This design comes from an exercise in tuning for small area and a short achievable clock period on the open sky130 flow, not from production work.
At most, simulation tests tie the RTL to the original design; equivalence was not proved.
For runs 2 and 3, only the layout was checked, not whether the RTL still works.
Power and IR drop assume default switching activity.

===== flow/design.v =====
`timescale 1ns/1ps
module layer_code #(
  parameter int ADDR_WIDTH = 6,
  parameter int UNIT_CLKS  = 2
) (
  input  logic                  clk_in,
  input  logic                  rst_n_in,
  input  logic                  wr_en_in,
  input  logic                  wr_done_in,
  input  logic [ADDR_WIDTH-1:0] wr_addr_in,
  input  logic [7:0]            wr_data_in,
  input  logic [3:0]            wr_byte_en_in,
  input  logic [7:0]            t0h_cnt_in,
  input  logic [7:0]            t0l_cnt_in,
  input  logic [7:0]            t1h_cnt_in,
  input  logic [7:0]            t1l_cnt_in,
  output logic                  ws281x_code_out
);
  localparam int DEPTH = 1 << ADDR_WIDTH;
  localparam int BITS  = 24;
  localparam int LANES = BITS / 8;
  typedef enum logic [1:0] {IDLE, WAIT2, WAIT1, PHASE} state_e;
  logic [ADDR_WIDTH-1:0] ptr_q, wpos;
  logic [7:0]            grp_q;
  logic [7:0]            wsel_q [LANES];
  logic [7:0]            wd_q;
  logic [LANES-1:0]      hit0_q, hit_q;    
  logic                  acq0_q, acq_q;    
  logic [ADDR_WIDTH-1:0] at0;              
  logic [ADDR_WIDTH-1:0] nidx_q;
  assign wpos = wr_addr_in + ptr_q;
  assign at0  = ~ptr_q - ADDR_WIDTH'(1);
  always_ff @(posedge clk_in) begin
    ptr_q <= ptr_q - ADDR_WIDTH'(1);
    wd_q  <= wr_data_in;
    for (int k = 0; k < 8; k++) grp_q[k] <= wpos[5:3] == 3'(k);
    for (int i = 0; i < LANES; i++) begin
      for (int k = 0; k < 8; k++)
        wsel_q[i][k] <= wr_en_in && wr_byte_en_in[i] && wpos[2:0] == 3'(k);
      hit0_q[i] <= wr_en_in && wr_byte_en_in[i] && wr_addr_in == '0;
      hit_q[i]  <= wr_en_in && wr_byte_en_in[i] && wr_addr_in == nidx_q;
    end
    acq0_q <= at0 == ADDR_WIDTH'(DEPTH - 1);
    acq_q  <= at0 + ADDR_WIDTH'(1) == nidx_q;
  end
  logic [BITS-1:0] ring_q [DEPTH];
  logic [7:0]      wmask [LANES][8];
  always_comb begin
    for (int i = 0; i < LANES; i++)
      for (int k = 0; k < 8; k++)
        wmask[i][k] = {8{wsel_q[i][k]}} & ((k % 2 == 0) ? ~wd_q : wd_q);
  end
  always_ff @(posedge clk_in) begin
    for (int j = 0; j < DEPTH; j++) begin
      for (int i = 0; i < LANES; i++) begin
        ring_q[j][8*i +: 8] <= ~(({8{grp_q[j / 8]}} & wmask[i][j % 8]) |
                                 ({8{~(grp_q[j / 8] & wsel_q[i][j % 8])}} &
                                  ring_q[(j + 1) % DEPTH][8*i +: 8]));
      end
    end
  end
  logic [BITS-1:0] head0_q, head_q;
  always_ff @(posedge clk_in) begin
    for (int i = 0; i < LANES; i++) begin
      if (hit0_q[i])
        head0_q[8*i +: 8] <= wd_q;
      else if (acq0_q)
        head0_q[8*i +: 8] <= ring_q[0][8*i +: 8];
      if (hit_q[i])
        head_q[8*i +: 8] <= wd_q;
      else if (acq_q)
        head_q[8*i +: 8] <= ring_q[0][8*i +: 8];
    end
  end
  state_e          state_q;
  logic            code_q;
  logic            hi_q;       
  logic            half_q;     
  logic [7:0]      unit_q;     
  logic            ulast_q;    
  logic [4:0]      bit_q;      
  logic [BITS-1:0] shift_q;
  logic [7:0]      t0h_q, t0l_q, t1h_q, t1l_q;
  logic            bitz_q;     
  logic            first_q;    
  logic phase_end, last_end, idle_now;
  logic [BITS-1:0] src;
  assign phase_end = (state_q == PHASE) && half_q && ulast_q;
  assign last_end  = phase_end && !hi_q && bitz_q && first_q;
  assign idle_now  = (state_q == IDLE) || last_end;
  assign src       = first_q ? head0_q : head_q;
  always_ff @(posedge clk_in) begin
    if (idle_now) begin
      t0h_q <= t0h_cnt_in;
      t0l_q <= t0l_cnt_in;
      t1h_q <= t1h_cnt_in;
      t1l_q <= t1l_cnt_in;
    end
    half_q  <= !half_q;
    ulast_q <= unit_q[7:1] == '0;
    if (rst_n_in) begin
      state_q <= IDLE;
      code_q  <= 1'b0;
    end else begin
      case (state_q)
        IDLE: begin
          if (wr_done_in) begin
            state_q <= WAIT2;
            nidx_q  <= '0;
            first_q <= 1'b1;
          end
        end
        WAIT2: state_q <= WAIT1;
        WAIT1: begin
          state_q <= PHASE;
          code_q  <= 1'b1;
          hi_q    <= 1'b1;
          half_q  <= 1'b0;
          shift_q <= src;
          bit_q   <= 5'(BITS - 1);
          bitz_q  <= 1'b0;
          unit_q  <= src[BITS-1] ? t1h_q : t0h_q;
          nidx_q  <= nidx_q + ADDR_WIDTH'(1);
          first_q <= nidx_q == ADDR_WIDTH'(DEPTH - 1);
        end
        PHASE: begin
          if (half_q) begin
            if (!ulast_q) begin
              unit_q <= unit_q - 8'd1;
            end else if (hi_q) begin
              code_q <= 1'b0;
              hi_q   <= 1'b0;
              unit_q <= shift_q[BITS-1] ? t1l_q : t0l_q;
            end else if (bit_q != '0) begin
              code_q  <= 1'b1;
              hi_q    <= 1'b1;
              shift_q <= shift_q << 1;
              bit_q   <= bit_q - 5'd1;
              bitz_q  <= bit_q == 5'd1;
              unit_q  <= shift_q[BITS-2] ? t1h_q : t0h_q;
            end else if (!first_q) begin
              state_q <= WAIT1;
            end else if (wr_done_in) begin
              state_q <= WAIT2;
            end else begin
              state_q <= IDLE;
            end
          end
        end
        default: state_q <= IDLE;
      endcase
    end
  end
  assign ws281x_code_out = code_q;
endmodule

===== flow/run.sh =====
#!/bin/bash
# synth_recipe.tcl (not shown) runs the flow's synth.tcl, then flattens the netlist and writes it again
# the make line also repeats each setting of config.mk as NAME=value (left out here)
make -C /OpenROAD-flow-scripts/flow DESIGN_CONFIG=/design/flow/config.mk WORK_HOME=/design/flow/orfs CLKGATE_MAP_FILE= SYNTH_SCRIPT=/design/flow/synth_recipe.tcl finish

===== flow/config.mk =====
export PLATFORM = sky130hd
export DESIGN_NAME = layer_code
export DESIGN_NICKNAME = layer_code
export VERILOG_FILES = /design/flow/design.v
export SDC_FILE = /design/flow/constraint.sdc
export NUM_CORES = 4
export LEC_CHECK = 0
export ABC_AREA = 1
export CAP_MARGIN = 20
export CORE_MARGIN = 2
export CORE_UTILIZATION = 60
export CTS_CLUSTER_DIAMETER = 90
export CTS_CLUSTER_SIZE = 26
export SETUP_SLACK_MARGIN = 2.4
export SLEW_MARGIN = 20

===== flow/constraint.sdc =====
create_clock -name core_clock -period 4.0 [get_ports {clk_in}]
set_input_delay 0.8000 -clock core_clock [delete_from_list [all_inputs] [get_ports {clk_in}]]
set_output_delay 0.8000 -clock core_clock [all_outputs]
set_load 0.01 [all_outputs]

==> summary.txt, run 1 <==
status=timing/DRC/antenna clean; RR Startpoint=state_q[0]; Static Leak=26.0 nW; Inserted Clock Buffers=76; Tcrit/Tclk final=0.473; filler instances=6583; highest-delay cell along the critical path=dfxtp_2; Clock Sink Count=approximately 1700; Layout Cells excl Fill=5888; clock latency (worst-skew pair)=0.68 ns; post-DR vias/cell=6.74; vias in the first global route=36300; largest cells by area after synthesis=dfxtp_1 60%, a22oi_1 22%, edfxtp_1 7.1%; worst path cell trace=buf_6; die height=302 um; Final Setup Violations=0; crit end category=primary output; Storage cell area=0.0358 mm^2; CP startpoint kind=flip-flop; CTS tree=built; Final ANT Viol Nets=0; All-Layer GR Usage=0.408; first-pass GRT wire length=262000 um; share of layout cells above drive strength 1=0.135; CP Buf/Inv Count=1; clock-pin transition on the worst setup and hold timing paths=0.11 ns; H-tree levels=3; Critical Path RT=3.20 ns; clk root buf=clkbuf_16; Final Max Tran Viols=0; First-pass DRT Iterations=7; Max-slew headroom=0.575; DR WL/cell=32.4 um; sequential area share after synthesis=0.670; kind of critical path=reg2out; multi-input logic area=0.0171 mm^2; dpl cells=5662; routed wire length=191000 um; DR vias=39700; CP max stage delay=0.33 ns; die area=approximately 0.091 mm^2; most frequent cells in the layout=1549 x dfxtp_1, 1476 x a22oi_1, 417 x nand2_1; syn avg cell area=11.5 um^2; CP delay by family, top=flip-flops; FMAX=about 0.53 GHz; pwr dens=567 mW/mm^2; 1st-iter DRT viols=about 6300; placer congestion estimate=0.949; syn_nets=4721; Final Hold Vio Count=0; R2R depth=10; Hold EP=ring_q[28][10]; Die X-Extent=302 um; FF+latch count, synth=~1700; Core ar.=just under 0.09 mm^2; Hold Crit Class=reg2reg; synth unique cells=40; CP Max Fanout=2; Std-Cell Rows=109; top cell type's share of synthesized area=0.599; reg2reg end=shift_q[7]; Layout area overhead=13.2%; R2R Setup Slk=2.21 ns; hold path start=ring_q[29][10]; Fin Setup TNS=0 ns; Slew @ Worst Pin=0.636 ns; CP arrival=roughly 1.1 ns; Initial Utilization=0.604; hold depth=1; cell area after synthesis=0.0533 mm^2; synthesized instance count=4650; Synth Warn #=4; commonest non-fill, non-tap cell in the layout=dfxtp_1; Peak VDD IR=0.669 mV; DR DRC count=0; largest area contributor in the netlist=dfxtp_1; DPL Wire Length=roughly 120000 um; RSZ-0062 raised after global routing=yes; largest net degree at the start of global routing=74; Nets=4779; port bufs=53; # Max-Cap Violations=0; post-layout minimum cycle time=1.89 ns; Post-CTS Hold Buffers=0; # IOs=55; Overflow after GRT=0; initial antenna violation count=6; Worst Skew=between 0.03 and 0.04 ns; Max Root-Sink Buffers=3
==> cells by family (layout without fill, tap and decap cells) <==
group	after synthesis	count (layout)	synth area share
buf+inv	476	546	0.0364
flops	1721	1721	0.670
simple gates	712	712	0.0531
compound gates	1708	1709	0.233
xor+xnor	16	16	0.00277
fa+ha+maj	17	17	0.00413
other cells	0	2	0
==> routing by layer <==
| metal | wire length (um) | global-route usage | vias up |
|---|---|---|---|
| met3 | 21700 | 0.0953 | 494 |
| met1 | 75700 | 0.569 | 19300 |
| met5 | 34 | 0 | - |
| li1 | - | - | 17200 |
| met4 | 11900 | 0.209 | 6 |
| met2 | 81400 | 0.596 | 2650 |
==> metrics by stage <==
stage	instance area [um^2]	worst slack (ns)	power [W]	hold WS (ns)	util
5_1_grt	60300	2.07	0.0351	0.439	0.684
4_1_cts	59200	2.08	0.0338	0.428	0.671
3_5_place_dp	55000	1.15	0.0248	0.418	0.623
3_3_place_gp	55000	1.19	0.0248	0.414	0.623
6_report	60300	2.11	0.0342	0.426	0.684
2_1_floorplan	53500	2.03	0.0231	0.413	-
==> flip-flops by register name, summed over array words and instances (netlist names), 2 cells and up <==
signal	flops
bit_q	5
grp_q	8
head0_q	24
head_q	24
hit0_q	3
hit_q	3
nidx_q	6
ptr_q	6
ring_q	1536
shift_q	24
state_q	2
t0h_q	8
t0l_q	8
t1h_q	8
t1l_q	8
unit_q	8
wd_q	8
wsel_q	24
==> cells in the mapped netlist, drive strengths merged <==
cell type	n
dfxtp	1595
a22oi	1536
nand2	450
inv	199
nor2	197
buf	164
edfxtp	126
clkbuf	112
o21ai	93
a21oi	67
nand3	39
ha	16
xor2	10
or2	9
nand4	8
nor3	7
o211ai	6
xnor2	6
o22ai	3
nor4	2
a211oi	1
clkinv	1
fa	1
o221ai	1
o311ai	1
==> report_power, final <==
group / switching [W] / leakage [nW] / internal (W)
combinational: 0.00231 / 10.5 / 0.00193
sequential: 0.00136 / 14.5 / 0.0198
clock: 0.00520 / 0.998 / 0.00358
total: 0.00887 / 26.0 / 0.0253
==> worst max path at each step <==
stage	slack (ns)	start	cells after the start	to
after floorplan	2.03	wr_addr_in[0]	8	grp_q[5]
after global placement	1.19	rst_n_in	6	shift_q[21]
after detailed placement	1.15	rst_n_in	6	shift_q[1]
after CTS	2.08	code_q	1	ws281x_code_out
after global routing	2.07	code_q	1	ws281x_code_out
final	2.11	code_q	1	ws281x_code_out
==> what timing repair did <==
item	CTS	global route
buffers inserted	98	28
resized for setup	254	186
cloned	6	1
pin swaps	15	29
setup endpoints to repair	1663	623
==> area by class of cell <==
cell class                 instances  share of cell area
antenna                            2           0.0000830
clock buffer                      87              0.0331
clock inverter                     4            0.000664
inverter                         200              0.0143
multi-input combinational       2454               0.284
sequential                      1721               0.594
tap                             1165              0.0242
timing repair buffer             254              0.0500
timing repair inverter             1            0.000124
==> inputs of run 2 (changes only) <==
--- a/flow/design.v
+++ b/flow/design.v
@@ -21,50 +21,57 @@
   localparam int LANES = BITS / 8;
   typedef enum logic [1:0] {IDLE, WAIT2, WAIT1, PHASE} state_e;
-  logic [ADDR_WIDTH-1:0] ptr_q, wpos;
-  logic [7:0]            grp_q;
-  logic [7:0]            wsel_q [LANES];
+  localparam int RING = DEPTH - 1;
+  logic [ADDR_WIDTH-1:0] nxt0_q;
+  logic [ADDR_WIDTH:0]   wsum;
+  logic [ADDR_WIDTH-1:0] wpos;
+  logic [ADDR_WIDTH-1:0] wp_q;
+  logic [LANES-1:0]      wbe_q;            
+  logic [7:0]            grp;
+  logic [7:0]            wsel [LANES];
   logic [7:0]            wd_q;
   logic [LANES-1:0]      hit0_q, hit_q;    
-  logic                  acq0_q, acq_q;    
-  logic [ADDR_WIDTH-1:0] at0;              
+  logic                  acq_q;            
   logic [ADDR_WIDTH-1:0] nidx_q;
-  assign wpos = wr_addr_in + ptr_q;
-  assign at0  = ~ptr_q - ADDR_WIDTH'(1);
+  assign wsum = {1'b0, wr_addr_in} + {1'b0, ~nxt0_q};
+  assign wpos = wsum[ADDR_WIDTH] ? wsum[ADDR_WIDTH-1:0] : wsum[ADDR_WIDTH-1:0] - ADDR_WIDTH'(1);
+  always_comb begin
+    for (int k = 0; k < 8; k++) grp[k] = wp_q[5:3] == 3'(k);
+    for (int i = 0; i < LANES; i++)
+      for (int k = 0; k < 8; k++)
+        wsel[i][k] = wbe_q[i] && wp_q[2:0] == 3'(k);
+  end
   always_ff @(posedge clk_in) begin
-    ptr_q <= ptr_q - ADDR_WIDTH'(1);
-    wd_q  <= wr_data_in;
-    for (int k = 0; k < 8; k++) grp_q[k] <= wpos[5:3] == 3'(k);
+    nxt0_q <= (nxt0_q == ADDR_WIDTH'(RING)) ? ADDR_WIDTH'(1) : nxt0_q + ADDR_WIDTH'(1);
+    wd_q   <= wr_data_in;
+    wp_q   <= wpos;
     for (int i = 0; i < LANES; i++) begin
-      for (int k = 0; k < 8; k++)
-        wsel_q[i][k] <= wr_en_in && wr_byte_en_in[i] && wpos[2:0] == 3'(k);
+      wbe_q[i]  <= wr_en_in && wr_byte_en_in[i] && wr_addr_in != '0;
       hit0_q[i] <= wr_en_in && wr_byte_en_in[i] && wr_addr_in == '0;
       hit_q[i]  <= wr_en_in && wr_byte_en_in[i] && wr_addr_in == nidx_q;
     end
-    acq0_q <= at0 == ADDR_WIDTH'(DEPTH - 1);
-    acq_q  <= at0 + ADDR_WIDTH'(1) == nidx_q;
+    acq_q <= nxt0_q == nidx_q;
   end
-  logic [BITS-1:0] ring_q [DEPTH];
+  logic [BITS-1:0] ring_q [RING];
   logic [7:0]      wmask [LANES][8];
   always_comb begin
     for (int i = 0; i < LANES; i++)
       for (int k = 0; k < 8; k++)
-        wmask[i][k] = {8{wsel_q[i][k]}} & ((k % 2 == 0) ? ~wd_q : wd_q);
+        wmask[i][k] = {8{wsel[i][k]}} & ((k % 2 == 0) ? ~wd_q : wd_q);
   end
   always_ff @(posedge clk_in) begin
-    for (int j = 0; j < DEPTH; j++) begin
+    for (int j = 0; j < RING; j++) begin
       for (int i = 0; i < LANES; i++) begin
-        ring_q[j][8*i +: 8] <= ~(({8{grp_q[j / 8]}} & wmask[i][j % 8]) |
-                                 ({8{~(grp_q[j / 8] & wsel_q[i][j % 8])}} &
-                                  ring_q[(j + 1) % DEPTH][8*i +: 8]));
+        ring_q[j][8*i +: 8] <= ~(({8{grp[j / 8]}} & wmask[i][j % 8]) |
+                                 ({8{~(grp[j / 8] & wsel[i][j % 8])}} &
+                                  ((j == RING - 1) ? ~ring_q[0][8*i +: 8]
+                                                   : ring_q[j + 1][8*i +: 8])));
       end
     end
   end
-  logic [BITS-1:0] head0_q, head_q;
+  logic [BITS-1:0] word0_q, head_q;
   always_ff @(posedge clk_in) begin
     for (int i = 0; i < LANES; i++) begin
       if (hit0_q[i])
-        head0_q[8*i +: 8] <= wd_q;
-      else if (acq0_q)
-        head0_q[8*i +: 8] <= ring_q[0][8*i +: 8];
+        word0_q[8*i +: 8] <= wd_q;
       if (hit_q[i])
         head_q[8*i +: 8] <= wd_q;
@@ -89,5 +96,5 @@
   assign last_end  = phase_end && !hi_q && bitz_q && first_q;
   assign idle_now  = (state_q == IDLE) || last_end;
-  assign src       = first_q ? head0_q : head_q;
+  assign src       = first_q ? word0_q : head_q;
   always_ff @(posedge clk_in) begin
     if (idle_now) begin
--- a/flow/config.mk
+++ b/flow/config.mk
@@ -10,6 +10,6 @@
 export CORE_MARGIN = 2
 export CORE_UTILIZATION = 60
-export CTS_CLUSTER_DIAMETER = 90
-export CTS_CLUSTER_SIZE = 26
-export SETUP_SLACK_MARGIN = 2.4
+export CTS_CLUSTER_DIAMETER = 100
+export CTS_CLUSTER_SIZE = 30
+export SETUP_SLACK_MARGIN = 2.1
 export SLEW_MARGIN = 20
==> run 2 against run 1 <==
  * Clock skew is 0.013 ns higher
  * Worst setup slack worse by 0.095 ns
  * Critical path depth is 4 higher
  * Synthesized cell count rose by 0.49%
  * Still clean on timing, DRC and antenna
  * Critical endpoint is now ring_q[47][5]
  * Register-to-register slack got worse by 0.20 ns
  * Combinational power fell by 7.8%
==> summary.txt, run 2 <==
FF+latch count, synth=1673; Overflow after GRT=0; asr flop ratio synth=0; clock-pin transition on the worst setup and hold timing paths=0.12 ns; Storage cell area=0.0348 mm^2; Max Root-Sink Buffers=3; Clock Sink Count=1673; Synth top cells by count=1547 x dfxtp_1, 1269 x a22oi_1, 536 x nand2_1; first-pass GRT wire length=~260000 um; largest cells by area after synthesis=dfxtp_1 59%, a22oi_1 18%, edfxtp_1 7.2%; Core ar.=around 0.087 mm^2; Post-synth EDFFs=roughly 130; Peak VDD IR=0.515 mV; most frequent cells in the layout=1528 x dfxtp_1, 1206 x a22oi_1, 475 x nand2_1; CP startpoint=wp_q[2]; syn_nets=approximately 4700; ys flop type=dfxtp_1; DR WL/cell=30.7 um; reg2reg end=ring_q[47][5]; dpl cells=5777; die height=299 um; R2R Setup Slk=2.01 ns; CTS tree=built; initial antenna violation count=7; R2R depth=5; total power=approximately 0.032 W; DR vias=between 30000 and 40000; H-tree levels=2; largest area contributor in the netlist=dfxtp_1; synth unique cells=40; filler instances=6458; # IOs=55; multi-input logic area=roughly 0.018 mm^2; Final Max Tran Viols=0; placer congestion estimate=1.00; cell area after synthesis=around 0.052 mm^2; Initial Utilization=0.604; # Max-Cap Violations=0; port bufs=53; Final Setup Violations=0; clock latency (worst-skew pair)=0.72 ns; routed wire length=~190000 um; vias in the first global route=about 37000; CP endpoint=ring_q[47][5]; Nets=roughly 5000; Fin Setup TNS=0 ns; register with the most flip-flops=ring_q; sequential area share after synthesis=0.664; Max-slew headroom=0.280; status=timing/DRC/antenna clean; Die X-Extent=between 200 and 300 um; CP Max Fanout=8; syn avg cell area=~11 um^2; Slew @ Worst Pin=1.08 ns; kind of critical path=reg2reg; post-layout minimum cycle time=1.99 ns; Tcrit/Tclk final=0.496; most instantiated library cell after synthesis=dfxtp_1; CP startpoint kind=flip-flop; commonest non-fill, non-tap cell in the layout=dfxtp_1; CP arrival=2.51 ns; All-Layer GR Usage=0.401; pwr dens=approximately 540 mW/mm^2; 1st-iter DRT viols=between 5000 and 6000; Inserted Clock Buffers=61; Largest register FFs=1512; Critical Path RT=4.52 ns; FMAX=slightly above 0.5 GHz; Static Leak=22.2 nW; DPL Wire Length=around 120000 um; DR DRC count=0; largest net degree at the start of global routing=73; clk root buf=clkbuf_16; First-pass DRT Iterations=9; RSZ-0062 raised after global routing=yes; die area=0.0896 mm^2; Layout Cells excl Fill=6033; RR Startpoint=wp_q[2]; post-DR vias/cell=6.59; Synth Warn #=4; Post-CTS Hold Buffers=0; crit end category=flip-flop; synthesized instance count=approximately 4700; Worst Skew=0.0505 ns; Final Hold Vio Count=0; top cell type's share of synthesized area=0.592; Std-Cell Rows=about 110; Final ANT Viol Nets=0; share of layout cells above drive strength 1=0.173; Hold Crit Class=reg2reg; Layout area overhead=15.0%
[run 2: layer usage]
metal,global-route usage,part of all wire,wire length [um]
met1,0.542,0.39,71900
met2,0.612,0.44,81500
met3,0.0680,0.10,18700
met4,0.232,0.070,13000
met5,0,0.000097,18
[run 2: through the flow]
stage | instance area (um^2) | hold WS (ns) | util | setup slack, ns
6_report | 60200 | 0.407 | 0.695 | 2.01
5_1_grt | 60200 | 0.426 | 0.695 | 2.04
4_1_cts | 59300 | 0.413 | 0.685 | 2.03
3_5_place_dp | 54700 | 0.399 | 0.631 | 1.18
3_3_place_gp | 54700 | 0.398 | 0.631 | 1.21
2_1_floorplan | 52500 | 0.390 | - | 1.62
[run 2: critical path, cell delays in order, from the launching register on]
cell     delay (ns)
dfxtp_4        0.47
nand3_4        0.19
nor2_4         0.15
buf_4          0.25
nand2_1        0.23
a22oi_1        0.52
[run 2: cell type report]
type	count	share of cell area
Antenna cell	1	0.0000416
Clock buffer	70	0.0264
Clock inverter	2	0.000374
Inverter	140	0.0108
Multi-Input combinational cell	2615	0.296
Sequential cell	1673	0.578
Tap cell	1155	0.0240
Timing Repair Buffer	375	0.0639
Timing Repair inverter	2	0.000270
[run 2: worst min-delay path by stage]
| stage | end | slack (ns) | startpoint | cells past startpoint |
|---|---|---|---|---|
| final | ring_q[12][14] | 0.41 | ring_q[13][14] | 1 |
| after global routing | ring_q[5][13] | 0.43 | ring_q[6][13] | 1 |
| after CTS | ring_q[33][22] | 0.41 | ring_q[34][22] | 1 |
| after detailed placement | ring_q[33][22] | 0.40 | ring_q[34][22] | 1 |
| after global placement | ring_q[5][13] | 0.40 | ring_q[6][13] | 1 |
| after floorplan | ring_q[18][5] | 0.39 | ring_q[19][5] | 1 |
[run 2: kinds of logic after synthesis]
group | count (synthesis) | share of synthesized area
AO/OA/AOI/OAI | 1657 | 0.220
XOR/XNOR | 15 | 0.00251
adder cells (fa/ha/maj) | 16 | 0.00397
buffers and inverters | 386 | 0.0298
flip-flops | 1673 | 0.664
AND/OR/NAND/NOR | 926 | 0.0800
[run 2: what timing repair did]
item	in CTS	in global routing
resized for setup	391	123
gates cloned	6	5
pin swaps	75	26
setup buffers	143	29
setup endpoints to repair	1590	727
[run 2: power by group]
part | leakage [nW] | internal [W] | switching, W
combinational | 6.63 | 0.00176 | 0.00215
sequential | 14.8 | 0.0196 | 0.00109
clock | 0.791 | 0.00284 | 0.00499
==> inputs of run 3 (changes only) <==
--- a/flow/design.v
+++ b/flow/design.v
@@ -23,32 +23,38 @@
   localparam int RING = DEPTH - 1;
   logic [ADDR_WIDTH-1:0] nxt0_q;
+  logic [ADDR_WIDTH-1:0] wa1_q;
+  logic [7:0]            wd1_q, wd2_q;
+  logic [LANES-1:0]      wbe1_q;           
+  logic [LANES-1:0]      wbe2_q;
   logic [ADDR_WIDTH:0]   wsum;
-  logic [ADDR_WIDTH-1:0] wpos;
-  logic [ADDR_WIDTH-1:0] wp_q;
-  logic [LANES-1:0]      wbe_q;            
+  logic [ADDR_WIDTH-1:0] wpos, wp2_q;
   logic [7:0]            grp;
   logic [7:0]            wsel [LANES];
-  logic [7:0]            wd_q;
-  logic [LANES-1:0]      hit0_q, hit_q;    
+  logic [LANES-1:0]      hit0_q;           
+  logic [LANES-1:0]      hit1_q, hit2_q;   
   logic                  acq_q;            
   logic [ADDR_WIDTH-1:0] nidx_q;
-  assign wsum = {1'b0, wr_addr_in} + {1'b0, ~nxt0_q};
+  assign wsum = {1'b0, wa1_q} + {1'b0, ~nxt0_q};
   assign wpos = wsum[ADDR_WIDTH] ? wsum[ADDR_WIDTH-1:0] : wsum[ADDR_WIDTH-1:0] - ADDR_WIDTH'(1);
   always_comb begin
-    for (int k = 0; k < 8; k++) grp[k] = wp_q[5:3] == 3'(k);
+    for (int k = 0; k < 8; k++) grp[k] = wp2_q[5:3] == 3'(k);
     for (int i = 0; i < LANES; i++)
       for (int k = 0; k < 8; k++)
-        wsel[i][k] = wbe_q[i] && wp_q[2:0] == 3'(k);
+        wsel[i][k] = wbe2_q[i] && wp2_q[2:0] == 3'(k);
   end
   always_ff @(posedge clk_in) begin
     nxt0_q <= (nxt0_q == ADDR_WIDTH'(RING)) ? ADDR_WIDTH'(1) : nxt0_q + ADDR_WIDTH'(1);
-    wd_q   <= wr_data_in;
-    wp_q   <= wpos;
+    wa1_q  <= wr_addr_in;
+    wd1_q  <= wr_data_in;
     for (int i = 0; i < LANES; i++) begin
-      wbe_q[i]  <= wr_en_in && wr_byte_en_in[i] && wr_addr_in != '0;
+      wbe1_q[i] <= wr_en_in && wr_byte_en_in[i] && wr_addr_in != '0;
       hit0_q[i] <= wr_en_in && wr_byte_en_in[i] && wr_addr_in == '0;
-      hit_q[i]  <= wr_en_in && wr_byte_en_in[i] && wr_addr_in == nidx_q;
+      hit1_q[i] <= wr_en_in && wr_byte_en_in[i] && wr_addr_in == nidx_q;
     end
-    acq_q <= nxt0_q == nidx_q;
+    wp2_q  <= wpos;
+    wd2_q  <= wd1_q;
+    wbe2_q <= wbe1_q;
+    hit2_q <= hit1_q;
+    acq_q  <= nxt0_q == nidx_q;
   end
   logic [BITS-1:0] ring_q [RING];
@@ -57,5 +63,5 @@
     for (int i = 0; i < LANES; i++)
       for (int k = 0; k < 8; k++)
-        wmask[i][k] = {8{wsel[i][k]}} & ((k % 2 == 0) ? ~wd_q : wd_q);
+        wmask[i][k] = {8{wsel[i][k]}} & ((k % 2 == 0) ? ~wd2_q : wd2_q);
   end
   always_ff @(posedge clk_in) begin
@@ -73,9 +79,9 @@
     for (int i = 0; i < LANES; i++) begin
       if (hit0_q[i])
-        word0_q[8*i +: 8] <= wd_q;
-      if (hit_q[i])
-        head_q[8*i +: 8] <= wd_q;
+        word0_q[8*i +: 8] <= wd1_q;
+      if (hit1_q[i])
+        head_q[8*i +: 8] <= wd1_q;
       else if (acq_q)
-        head_q[8*i +: 8] <= ring_q[0][8*i +: 8];
+        head_q[8*i +: 8] <= hit2_q[i] ? wd2_q : ring_q[0][8*i +: 8];
     end
   end
==> run 3 against run 2 <==
  * Still clean
  * Synthesized cell count rose by 0.79%
  * Die area rose by 0.91%
  * Via count rose by 2.9%
  * Routed wire length up 1.8%
  * Core utilization rose by 1.9 points
  * Power rose by 2.7%
  * First-iteration DRC count rose by 10%
  * Clock skew shrank 0.020 ns
  * Area after synthesis rose by 0.92%
  * Non-clock buffer count increased by 56
  * Combinational power up 6.6%
==> summary.txt, run 3 <==
status=timing/DRC/antenna clean; H-tree levels=3; Layout Cells excl Fill=6135; Worst Skew=0.0306 ns; All-Layer GR Usage=0.403; vias in the first global route=~37000; largest net degree at the start of global routing=90; clock latency (worst-skew pair)=0.69 ns; Die X-Extent=301 um; Synth top cells by count=1567 x dfxtp_1, 1296 x a22oi_1, 541 x nand2_1; Synth Warn #=4; placer congestion estimate=between 0.9 and 1; kind of critical path=reg2reg; FMAX=0.480 GHz; pwr dens=536 mW/mm^2; DR WL/cell=30.7 um; clk root buf=clkbuf_16; Overflow after GRT=0; register with the most flip-flops=ring_q; port bufs=53; CP delay by family, top=buffers and inverters; Final ANT Viol Nets=0; highest-delay cell along the critical path=buf_4; worst hold margin=between 0.3 and 0.4 ns; # IOs=55; Hold Crit Class=reg2reg; CTS tree=built; Critical Path RT=around 4.5 ns; first-pass GRT wire length=261000 um; asr flop ratio synth=0; Max-slew headroom=0.224; DR DRC count=0; ys flop type=dfxtp_1; post-DR vias/cell=6.67; CP startpoint kind=flip-flop; Fin Setup TNS=0 ns; top cell type's share of synthesized area=0.594; syn avg cell area=11.2 um^2; Inserted Clock Buffers=66; synthesized instance count=around 4700; largest area contributor in the netlist=dfxtp_1; Slew @ Worst Pin=between 1 and 1.5 ns; filler instances=between 6000 and 7000; sequential area share after synthesis=0.665; 1st-iter DRT viols=around 6500; synth unique cells=34; Clock Sink Count=1693; most frequent cells in the layout=1545 x dfxtp_1, 1241 x a22oi_1, 423 x nand2_1; worst path cell trace=buf_4 -> nor2_2 -> a22oi_1; routed wire length=189000 um; CP arrival=2.59 ns; Peak VDD IR=around 0.47 mV; Max Root-Sink Buffers=3; FF+latch count, synth=1693; Nets=5033; CP max stage delay=0.75 ns; CP Buf/Inv Count=1; Static Leak=25.0 nW; DR vias=40900; Post-synth EDFFs=~130; CP Max Fanout=29; Std-Cell Rows=108; Final Max Tran Viols=0; Tcrit/Tclk final=0.521; # Max-Cap Violations=0; Final Hold Vio Count=0; syn_nets=around 4800; share of layout cells above drive strength 1=0.190; largest cells by area after synthesis=dfxtp_1 59%, a22oi_1 18%, edfxtp_1 7.2%; clock-pin transition on the worst setup and hold timing paths=~0.12 ns; die height=between 300 and 400 um; dpl cells=between 5000 and 6000; most instantiated library cell after synthesis=dfxtp_1; die area=0.0904 mm^2; initial antenna violation count=5; Final Setup Violations=0; Initial Utilization=0.607; First-pass DRT Iterations=8; commonest non-fill, non-tap cell in the layout=dfxtp_1; Finished Core Util=0.714; post-layout minimum cycle time=~2.1 ns; RSZ-0062 raised after global routing=yes; Core ar.=0.0870 mm^2; crit end category=flip-flop; DPL Wire Length=116000 um; Largest register FFs=approximately 1500; Layout area overhead=17.6%; cell area after synthesis=0.0528 mm^2
-- run 3: cell types whose count changed after synthesis, sizes merged, moves of 4 or more --
cell and change:
a22oi +27, o211ai +23, o21ai -23, dfxtp +20, clkbuf +17, buf -10
a21oi -6, nor2 -5, nand2 +4, nand3 -4
-- run 3: final cells by class --
cell class / instances / area [um^2] / area share
Tap cell: 1155 / 1450 / 0.0233
Multi-Input combinational cell: 2629 / 17900 / 0.288
Timing Repair inverter: 5 / 43.8 / 0.000705
Clock buffer: 77 / 1740 / 0.0279
Antenna cell: 1 / 2.50 / 0.0000403
Clock inverter: 7 / 91.3 / 0.00147
Timing Repair Buffer: 431 / 5070 / 0.0817
Inverter: 137 / 671 / 0.0108
Sequential cell: 1693 / 35200 / 0.567
-- run 3: logic make-up (layout without fill, tap and decap cells) --
logic type      Yosys count  after routing  share of synthesized area
compound gates         1678           1678                      0.222
xor+xnor                 13             13                    0.00216
fa+ha+maj                16             16                    0.00393
buf+inv                 390            657                     0.0294
flops                  1693           1693                      0.665
other cells               0              1                          0
simple gates            920            922                     0.0769
-- run 3: through the flow --
stage	setup slack, ns	area [um^2]	power [W]
2_1_floorplan	1.64	52900	0.0231
3_3_place_gp	1.29	55200	0.0244
3_5_place_dp	1.25	55200	0.0245
4_1_cts	2.03	60500	0.0328
5_1_grt	1.94	62100	0.0343
6_report	1.92	62100	0.0333
-- run 3: report_power, final --
group / leakage, nW / internal, W / switching (W)
Clock: 0.889 / 0.00317 / 0.00516
Combinational: 9.69 / 0.00195 / 0.00222
Sequential: 14.5 / 0.0197 / 0.00108
-- run 3: final timing paths --
path	to	cells after the start	startpoint	slack (ns)
max	ring_q[6][2]	3	wd2_q[2]	1.92
min	wbe2_q[2]	0	wbe1_q[2]	0.34
max reg2reg	ring_q[6][2]	3	wd2_q[2]	1.92
min reg2reg	wbe2_q[2]	0	wbe1_q[2]	0.34
-- run 3: what timing repair did --
action,4_1_cts,5_1_grt
gates cloned,13,11
buffers inserted,137,67
resized for setup,381,193
hold buffers,0,0
pin swaps,71,47
endpoints found under the setup margin,1618,1142
-- run 3: routing by layer --
layer  routed length (um)  GRT usage
met2                80200      0.589
met1                74200      0.570
met5                   43          0
met3                23100     0.0838
met4                11000      0.198

-- what the ideal ports hide --
The results above use ideal ports. As a check the final layouts listed here were re-extracted and re-timed, cells and wires unchanged.
Step 1 (the two cells are an assumption about what drives the block):
set clk [get_ports {clk_in}]
set_driving_cell -lib_cell sky130_fd_sc_hd__clkbuf_16 $clk
set_driving_cell -lib_cell sky130_fd_sc_hd__buf_2 [delete_from_list [all_inputs] $clk]
Step 2 moves the port delays by t, midway between the first and last clock arrival at a register: inputs arrive t later, outputs are due t later. That takes back most of the time a late clock gives input paths.
Slacks: ideal / step 1 / step 2; pairs: ideal / step 1.
| run | t, ns | setup slack, ns | worst setup path at the end | latest minus earliest clock arrival (ns) |
|---|---|---|---|---|
| run 1 | 0.736 | 2.109 / 2.034 / 1.589 | input to register | 0.040 / 0.040 |
| run 2 | 0.772 | 2.014 / 1.994 / 1.514 | input to register | 0.053 / 0.053 |
| run 3 | 0.744 | 1.917 / 1.917 / 1.642 | input to register | 0.035 / 0.034 |
After both steps every run listed still meets setup and hold. The setup slack of run 1, which loses most, moves by -0.075 ns with the drivers and by -0.520 ns with both steps.
